What follows belongs to an exercise in optimizing a design on an open flow for small area; a production flow would make more cautious choices.
Function was checked by simulation only, so behaviour that the tests miss may differ from the original.
No activity file was given, so power comes from the tool's default toggle rates.

==> build 19: inputs <==
==> flow/design.v (excerpt) <==
module wbi2c_mem_master #(
    parameter int MEM_ADDR_BITS   = 7,
    parameter int ADDR_BYTES      = 2,
    parameter int TICKBITS        = 20,
    parameter int CLOCKS_PER_TICK = 1000,
    parameter int CONSTANT_SPEED  = 0,
    parameter int READ_ONLY       = 0,
    parameter int TIMEOUT_BITS    = 8
) (
    input  logic                     i_clk,
    input  logic                     i_rst,
    input  logic                     i_wb_cyc,
    input  logic                     i_wb_stb,
    input  logic                     i_wb_we,
    input  logic [MEM_ADDR_BITS-2:0] i_wb_addr,
    input  logic [31:0]              i_wb_data,
    input  logic [3:0]               i_wb_sel,
    output logic                     o_wb_ack,
    output logic                     o_wb_stall,
    output logic [31:0]              o_wb_data,
    output logic                     o_ll_cyc,
    output logic                     o_ll_stb,
    output logic                     o_ll_we,
    output logic [7:0]               o_ll_data,
    output logic [TICKBITS-1:0]      o_ll_speed,
    input  logic                     i_ll_ack,
    input  logic                     i_ll_stall,
    input  logic                     i_ll_err,
    input  logic [7:0]               i_ll_data,
    output logic                     o_int
);
    localparam int MAB = MEM_ADDR_BITS;
    localparam logic [TICKBITS-1:0] CPT = TICKBITS'(CLOCKS_PER_TICK);
    typedef enum logic [2:0] {
        S_IDLE, S_DEVW, S_SUBA, S_TX, S_RESTART, S_DEVR, S_RX, S_DRAIN
    } state_t;
    state_t state, state_n;
    logic stb, stb_n, cyc, cyc_n, pend, pend_n;
    logic [7:0] tx_byte;
    logic [6:0] dev, dev_n;
  ...
export LEC_CHECK = 0
export CAP_MARGIN = 20
export CORE_MARGIN = 5
export CORE_UTILIZATION = 35
export PLACE_DENSITY = 0.55
export SLEW_MARGIN = 20
export SYNTH_HIERARCHICAL = 1
create_clock -name core_clock -period 10.0 [get_ports {i_clk}]
standard.sh (not shown) runs the stock make flow with config.mk's settings and CLKGATE_MAP_FILE= SYNTH_SCRIPT=/design/flow/synth_recipe.tcl, a recipe that flattens the netlist after the stock synthesis.
==> flow/flow/run.sh <==
#!/bin/bash
# Own layout flow: the standard ORFS flow (standard.sh, unchanged
# synthesis, floorplan, power grid and tap cells), with two placement/CTS
# arguments overridden through ORFS's own variables:
#  * port buffers use the smallest buffer (every port still gets one);
#  * CTS uses clkbuf_8 with clusters of at most 15 sinks within 50 um, and
#    inserts no dummy loads.
# The full make output goes to standard.log in the work folder; ORFS's per-step
# logs are under orfs/logs/.
set -euo pipefail
export BUFFER_PORTS_ARGS="-buffer_cell sky130_fd_sc_hd__buf_1"
export CTS_ARGS="-sink_clustering_enable -repair_clock_nets -dont_use_dummy_load -sink_clustering_size 15 -sink_clustering_max_diameter 50 -buf_list {sky130_fd_sc_hd__clkbuf_8}"
bash standard.sh finish > standard.log 2>&1
==> trial 62 (differences from build 19) <==
PLACE_DENSITY = 0.45   (was 0.55)
==> trial 20 (differences from build 19) <==
--- a/flow/design.v
+++ b/flow/design.v
@@ -115,25 +115,30 @@
         rf0[16]     = rd;
         rf0[MAB-1:0] = cnt;
         rf1 = 32'h0;
         rf1[TICKBITS-1:0] = speed;
         rf2 = 32'h0;
         rf2[15:0] = sub;
     end
     for (genvar j = 0; j < 32; j++) begin : g_wbrd
-        logic [10:0] n;
+        logic [11:0] n;
         logic [31:0] col;
         for (genvar w = 0; w < 32; w++) begin : g_c
             assign col[w] = mem[4*w + (3 - j/8)][j%8];
         end
         for (genvar g = 0; g < 10; g++) begin : g_s
             wbi2c_aoi3 u (.s(wsel[3*g +: 3]), .d(col[3*g +: 3]), .y_n(n[g]));
         end
-        assign n[10] = ~|({wsel[31:30], rsel} & {col[31:30], rf2[j], rf1[j], rf0[j]});
+        wbi2c_aoi3 u2 (.s({1'b0, wsel[31:30]}), .d({1'b0, col[31:30]}), .y_n(n[10]));
+        if (j >= 24 && j < 28) begin : g_nr
+            assign n[11] = 1'b1;
+        end else begin : g_r
+            wbi2c_aoi3 ur (.s(rsel), .d({rf2[j], rf1[j], rf0[j]}), .y_n(n[11]));
+        end
         assign wbrd[j] = bypass[3 - j/8] ? pdat[j] ^ pb : ~&n ^ wpol;
     end
     always_comb begin
         unique case (state)
             S_DEVW:  tx_byte = {dev, 1'b0};
             S_SUBA:  tx_byte = !abyte ? sub[15:8] : sub[7:0];
             S_TX:    tx_byte = tnow ? txrd : txq;
             S_DEVR:  tx_byte = {dev, 1'b1};
PLACE_DENSITY = 0.45   (was 0.55)
==> report_table.html <==
<table>
<tr><th>Metric</th><th>Value</th></tr>
<tr><th colspan="2">Pwr</th></tr>
<tr><td>IR Drop Worst-Case VDD</td><td>0.105 mV</td></tr>
<tr><td>Switching Fraction</td><td>29.0%</td></tr>
<tr><td>Fraction of power consumed by combinational cells</td><td>11.7%</td></tr>
<tr><td>Power Total</td><td>8880 uW</td></tr>
<tr><th colspan="2">Status</th></tr>
<tr><td>Run status</td><td>no timing/DRC/antenna violations</td></tr>
<tr><th colspan="2">Placed design</th></tr>
<tr><td>Number of cells in the design after placement</td><td>5449</td></tr>
<tr><th colspan="2">Hold path</th></tr>
<tr><td>Start point of the worst min-delay path</td><td>mem[90][0]</td></tr>
<tr><td>Worst min-delay path endpoint</td><td>mem[94][0]</td></tr>
<tr><th colspan="2">Timing</th></tr>
<tr><td>Worst clock skew</td><td>0.111 ns</td></tr>
<tr><td>Maximum clock frequency</td><td>0.117 GHz</td></tr>
<tr><th colspan="2">Synth</th></tr>
<tr><td>Most common library cells after synthesis</td><td>sky130_fd_sc_hd__dfxtp_1 (1177), sky130_fd_sc_hd__a222oi_1 (1000), sky130_fd_sc_hd__nor2_1 (267), sky130_fd_sc_hd__a21oi_1 (159), sky130_fd_sc_hd__nand2_1 (136)</td></tr>
<tr><td>Portion of the post-synthesis area used by sequential elements</td><td>55.6%</td></tr>
<tr><th colspan="2">Worst setup path</th></tr>
<tr><td>Number of cells on the worst reg-to-reg path</td><td>13</td></tr>
<tr><th colspan="2">Final layout</th></tr>
<tr><td>Fraction of area in clock buffers and inverters</td><td>3.33%</td></tr>
</table>
(the above is from build 19)
==> report_table.html <==
<table>
<tr><th>Metric</th><th>Value</th></tr>
<tr><th colspan="2">Worst setup path</th></tr>
<tr><td>End of the worst register-to-register path</td><td>txq[6]</td></tr>
<tr><td>Number of cells on the worst reg-to-reg path</td><td>14</td></tr>
<tr><th colspan="2">Final layout</th></tr>
<tr><td>Fin area</td><td>48000 um2</td></tr>
<tr><td>Fraction of area in clock buffers and inverters</td><td>3.90%</td></tr>
<tr><th colspan="2">Timing</th></tr>
<tr><td>Maximum clock frequency</td><td>0.116 GHz</td></tr>
<tr><td>Worst hold slack</td><td>0.297 ns</td></tr>
<tr><th colspan="2">Pwr</th></tr>
<tr><td>Fraction of power consumed by combinational cells</td><td>11.3%</td></tr>
<tr><td>Power Total</td><td>9170 uW</td></tr>
<tr><th colspan="2">Synth</th></tr>
<tr><td>Most common library cells after synthesis</td><td>sky130_fd_sc_hd__dfxtp_1 (1177), sky130_fd_sc_hd__a222oi_1 (1000), sky130_fd_sc_hd__nor2_1 (267), sky130_fd_sc_hd__a21oi_1 (159), sky130_fd_sc_hd__nand2_1 (136)</td></tr>
<tr><td>Portion of the post-synthesis area used by sequential elements</td><td>55.6%</td></tr>
<tr><th colspan="2">Placed design</th></tr>
<tr><td>Number of cells in the design after placement</td><td>5446</td></tr>
<tr><th colspan="2">Hold path</th></tr>
<tr><td>Worst min-delay path endpoint</td><td>mem[22][5]</td></tr>
<tr><td>Start point of the worst min-delay path</td><td>mem[18][5]</td></tr>
<tr><th colspan="2">Status</th></tr>
<tr><td>Run status</td><td>no timing/DRC/antenna violations</td></tr>
</table>
(the above is from trial 62)
==> report_table.html <==
<table>
<tr><th>Metric</th><th>Value</th></tr>
<tr><th colspan="2">Worst setup path</th></tr>
<tr><td>Number of cells on the worst reg-to-reg path</td><td>12</td></tr>
<tr><th colspan="2">Timing</th></tr>
<tr><td>Worst clock skew</td><td>0.103 ns</td></tr>
<tr><td>Maximum clock frequency</td><td>0.118 GHz</td></tr>
<tr><th colspan="2">Synth</th></tr>
<tr><td>Portion of the post-synthesis area used by sequential elements</td><td>55.6%</td></tr>
<tr><td>Most common library cells after synthesis</td><td>sky130_fd_sc_hd__dfxtp_1 (1177), sky130_fd_sc_hd__a222oi_1 (1053), sky130_fd_sc_hd__nor2_1 (290), sky130_fd_sc_hd__nand2_1 (172), sky130_fd_sc_hd__a21oi_1 (141)</td></tr>
<tr><th colspan="2">Status</th></tr>
<tr><td>Run status</td><td>no timing/DRC/antenna violations</td></tr>
<tr><th colspan="2">Pwr</th></tr>
<tr><td>Fraction of power consumed by combinational cells</td><td>10.5%</td></tr>
<tr><td>IR Drop Worst-Case VDD</td><td>0.144 mV</td></tr>
<tr><td>Power Total</td><td>8970 uW</td></tr>
<tr><th colspan="2">Placed design</th></tr>
<tr><td>Number of cells in the design after placement</td><td>5568</td></tr>
<tr><th colspan="2">Hold path</th></tr>
<tr><td>Worst min-delay path endpoint</td><td>mem[71][2]</td></tr>
<tr><td>Start point of the worst min-delay path</td><td>mem[67][2]</td></tr>
<tr><th colspan="2">Final layout</th></tr>
<tr><td>Synthesis-to-finish area growth</td><td>13.9%</td></tr>
</table>
(the above is from trial 20)

-- port drivers added, routing unchanged --
The results above use ideal ports. As a check the final layouts listed here were re-extracted and re-timed, cells and wires unchanged. Step 1, drivers: a clkbuf_16 drives i_clk and a buf_2 each remaining input, both assumed. Step 2, shift: input delay + t, output delay - t, t = (earliest + latest rising clock arrival at the registers) / 2. This alone moves slack from input paths to output paths. Slacks: ideal ports / drivers / drivers and shift; pairs: ideal ports / drivers.
run	shift t [ns]	setup WS [ns]	pins driven straight from the clock port
build 19	0.876	1.447 / 1.380 / 2.256	1
trial 62	0.897	1.411 / 1.343 / 2.241	1
trial 20	0.902	1.493 / 1.421 / 2.324	1
After both steps every run listed still meets setup and hold.
